What follows belongs to an exercise in optimizing a design on an open flow for small area, a short achievable clock period and few clock cycles; a production flow would make more cautious choices. Only simulation tests tie the RTL to the original design; equivalence was not proved. No activity file was given, so power comes from the tool's default toggle rates.

==> flow/design.v <==
    localparam int MEM_BYTES   = 256;              
    localparam int MEM_LATENCY = 1;                
    localparam int MEM_WORDS   = MEM_BYTES / 4;
    localparam int WIDX_W      = $clog2(MEM_WORDS);
    typedef logic [31:0]       word_t;             
    typedef logic [31:0]       addr_t;             
    typedef logic [3:0]        strb_t;             
    typedef logic [WIDX_W-1:0] widx_t;             
    typedef logic [7:0]        lat_cnt_t;          
    typedef enum logic [2:0] {
        op_sw  = 3'b000,
        op_lb  = 3'b001,
        op_lbu = 3'b010,
        op_lh  = 3'b011,
        op_lhu = 3'b100,
        op_lw  = 3'b101,
        op_sb  = 3'b110,
        op_sh  = 3'b111
    } lsu_op_t;
    typedef struct packed {
        lsu_op_t op;
        addr_t   addr;
        word_t   wdata;    
    } lsu_req_t;
    typedef struct packed {
        word_t rdata;      
        logic  err;        
    } lsu_resp_t;
    typedef struct packed {
        addr_t addr;       
    } mem_rd_req_t;
    typedef struct packed {
        addr_t addr;       
        word_t data;       
        strb_t strb;
    } mem_wr_req_t;
    function automatic logic is_store(lsu_op_t op);
        is_store = (op == op_sb) || (op == op_sh) || (op == op_sw);
    endfunction
module lsu_align
(
    input  word_t      w,
    input  logic [1:0] off,
    input  logic [1:0] sz,      
    input  logic       sgn,
    input  logic       ld,
    output word_t      load_data
);
    logic [7:0]  b0;
    logic [7:0]  b1;
    logic        ext;
    word_t       r;
    always_comb begin
        case (off)
            2'd0:    b0 = w[7:0];
            2'd1:    b0 = w[15:8];
            2'd2:    b0 = w[23:16];
            default: b0 = w[31:24];
        endcase
        b1  = off[1] ? w[31:24] : w[15:8];
        ext = sgn && ((sz == 2'd0) ? b0[7] : b1[7]);
        r[7:0]   = b0;
        r[15:8]  = (sz == 2'd0) ? {8{ext}} : b1;
        r[31:16] = (sz == 2'd2) ? w[31:16] : {16{ext}};
        load_data = ld ? r : '0;
    end
endmodule
module lsu_ctrl
(
    input  logic        clk,
    input  logic        rst,
    input  logic        req_valid,
    input  lsu_req_t    req,
    output logic        req_ready,
    output logic [MEM_WORDS-1:0] sel_q,    
    output strb_t       be_q,              
    output word_t       wd_q,              
    output logic        v_q,               
    output logic        ld_q,              
    output logic        err_q,             
    output logic [1:0]  off_q,             
    output logic [1:0]  sz_q,              
    output logic        sgn_q              
);
    logic       accept;
    logic [1:0] off;
    logic       mis;
    logic       st;
    strb_t      mask;
    word_t      lanes;
    logic [1:0] sz;
    assign req_ready = 1'b1;
    assign accept    = req_valid;
    assign off       = req.addr[1:0];
    assign st        = is_store(req.op);
    always_comb begin
        case (req.op)
            op_lh, op_lhu, op_sh: mis = off[0];
            op_lw, op_sw:         mis = |off;
            default:              mis = 1'b0;
        endcase
        case (req.op)
            op_lb, op_lbu, op_sb: sz = 2'd0;
            op_lh, op_lhu, op_sh: sz = 2'd1;
            default:              sz = 2'd2;
        endcase
        case (req.op)
            op_sb:   mask = strb_t'(4'b0001 << off);
            op_sh:   mask = strb_t'(4'b0011 << off);
            default: mask = 4'b1111;
        endcase
        case (req.op)
            op_sb:   lanes = {4{req.wdata[7:0]}};
            op_sh:   lanes = {2{req.wdata[15:0]}};
            default: lanes = req.wdata;
        endcase
    end
    always_ff @(posedge clk) begin
        if (rst) begin
            sel_q <= '1;
            be_q  <= 4'b1111;
            wd_q  <= '0;
            v_q   <= 1'b0;
            ld_q  <= 1'b0;
        end else begin
            for (int i = 0; i < MEM_WORDS; i++)
                sel_q[i] <= (req.addr[WIDX_W+1:2] == widx_t'(i));
            be_q  <= (accept && st && !mis) ? mask : 4'b0000;
            wd_q  <= lanes;
            v_q   <= accept;
            ld_q  <= accept && !st && !mis;
        end
        err_q <= mis;
        off_q <= off;
        sz_q  <= sz;
        sgn_q <= (req.op == op_lb) || (req.op == op_lh);
    end
endmodule
module data_sram
(
    input  logic                 clk,
    input  logic [MEM_WORDS-1:0] sel,
    input  strb_t                be,
    input  word_t                wd,
    output word_t                rd_lo,     
    output word_t                rd_hi      
);
    logic [32*MEM_WORDS-1:0] mem;
    for (genvar w = 0; w < MEM_WORDS; w++) begin : g_word
        for (genvar b = 0; b < 4; b++) begin : g_byte
            always_ff @(posedge clk)
                if (sel[w] && be[b])
                    mem[32*w + 8*b +: 8] <= wd[8*b +: 8];
        end
    end
    always_comb begin
        rd_lo = '0;
        rd_hi = '0;
        for (int w = 0; w < MEM_WORDS/2; w++) begin
            rd_lo = rd_lo | ({32{sel[w]}} & mem[32*w +: 32]);
            rd_hi = rd_hi | ({32{sel[w + MEM_WORDS/2]}} & mem[32*(w + MEM_WORDS/2) +: 32]);
        end
    end
endmodule
module lsu_top
(
    input  logic      clk,
    input  logic      rst,
    input  logic      req_valid,
    input  lsu_req_t  req,
    output logic      req_ready,
    output logic      resp_valid,
    output lsu_resp_t resp
);
    logic [MEM_WORDS-1:0] sel_q;
    strb_t      be_q;
    word_t      wd_q;
    logic       v_q;
    logic       ld_q;
    logic       err_q;
    logic [1:0] off_q;
    logic [1:0] sz_q;
    logic       sgn_q;
    word_t      rd_lo;
    word_t      rd_hi;
    word_t      load_data;
    logic       v2_q;
    logic       ld2_q;
    logic       err2_q;
    logic [1:0] off2_q;
    logic [1:0] sz2_q;
    logic       sgn2_q;
    word_t      rd_lo_q;
    word_t      rd_hi_q;
    lsu_ctrl u_ctrl (
        .clk       (clk),
        .rst       (rst),
        .req_valid (req_valid),
        .req       (req),
        .req_ready (req_ready),
        .sel_q     (sel_q),
        .be_q      (be_q),
        .wd_q      (wd_q),
        .v_q       (v_q),
        .ld_q      (ld_q),
        .err_q     (err_q),
        .off_q     (off_q),
        .sz_q      (sz_q),
        .sgn_q     (sgn_q)
    );
    data_sram u_sram (
        .clk (clk),
        .sel (sel_q),
        .be  (be_q),
        .wd  (wd_q),
        .rd_lo (rd_lo),
        .rd_hi (rd_hi)
    );
    always_ff @(posedge clk) begin
        if (rst) begin
            v2_q  <= 1'b0;
            ld2_q <= 1'b0;
        end else begin
            v2_q  <= v_q;
            ld2_q <= ld_q;
        end
        err2_q <= err_q;
        off2_q <= off_q;
        sz2_q  <= sz_q;
        sgn2_q <= sgn_q;
        rd_lo_q <= rd_lo;
        rd_hi_q <= rd_hi;
    end
    lsu_align u_align (
        .w         (rd_lo_q | rd_hi_q),
        .off       (off2_q),
        .sz        (sz2_q),
        .sgn       (sgn2_q),
        .ld        (ld2_q),
        .load_data (load_data)
    );
    always_ff @(posedge clk) begin
        if (rst)
            resp_valid <= 1'b0;
        else
            resp_valid <= v2_q;
        resp.rdata <= load_data;
        resp.err   <= err2_q;
    end
endmodule
Settings: LEC_CHECK=0, CAP_MARGIN=20, CORE_MARGIN=2, CORE_UTILIZATION=45, CTS_CLUSTER_DIAMETER=100, CTS_CLUSTER_SIZE=30, PLACE_DENSITY=0.6, SETUP_SLACK_MARGIN=3.0, SLEW_MARGIN=20; clock period 5.0 ns.
run.sh (not shown) runs the stock make flow with config.mk's settings and CLKGATE_MAP_FILE= SYNTH_SCRIPT=/design/flow/synth_recipe.tcl, a recipe that flattens the netlist after the stock synthesis.
The baseline went through all stages and came out clean.
Testbench counts at the start, summed over its fixed seeds: cycles 12,024.
==> next run, changes <==
CTS_CLUSTER_SIZE = 28   (was 30)
Sequential share of layout area stays flat; wire length barely changes; fmax shrinks by 0.68%; worst setup slack is worse by 0.015 ns; worst hold slack hardly moves; core utilization barely changes; design area barely changes; sequential power barely changes.
==> next run, changes <==
CTS_CLUSTER_SIZE = 26   (was 28)
SETUP_SLACK_MARGIN = 3.2   (was 3.0)
The new run went through all stages and came out clean.
Synthesized area does not change.
Combinational power is higher by about 24%.
Clock-buffer cell count rises by 30.
First-iteration DRC count increases by 11%.
Clock skew is lower by 0.012 ns.
Maximum frequency stays flat.
Setup slack gains 0.0059 ns.
Die area does not change.
==> next run, changes <==
CTS_CLUSTER_SIZE = 30   (was 26)
PLACE_DENSITY = 0.75   (was 0.6)
SETUP_SLACK_MARGIN = 2.8   (was 3.2)
Design area falls by 5.9%.
Fmax falls by 2.7%.
Setup slack got worse by 0.061 ns.
Total power falls by 3.3%.
Sequential cell count is unchanged.
Utilization falls by 3.1 points.
Synthesized area does not change.
Routed wire length falls by 13%.
Count of clock-buffer cells in the layout falls by 23.
Clock skew rises by 0.018 ns.

port drivers added, routing unchanged:
The flow's constraints put no driver on any port. The routed layouts listed below were extracted and timed again, unchanged, in two steps. Step 1: set_driving_cell puts a clkbuf_16 on clk and a buf_2 on each other input, an assumption about the parent block. Step 2 also shifts input and output timing later by t, the mid clock arrival at the registers, as if the neighbouring blocks saw the same clock. Slacks: no drivers / after step 1 / after step 2; pairs: no drivers / after step 1.
run	t (ns)	setup slack, ns	worst register clock-pin slew, ns
the first run	0.801	2.787 / 2.714 / 2.276	0.12 / 0.12
the second run	0.812	2.772 / 2.698 / 2.215	0.11 / 0.11
the third run	0.833	2.778 / 2.702 / 2.365	0.11 / 0.11
the fourth run	0.826	2.717 / 2.688 / 2.075	0.12 / 0.12
After both steps every run listed still meets setup and hold. For the fourth run, which loses most, drivers alone change the setup slack by -0.029 ns; drivers and shift together by -0.642 ns.
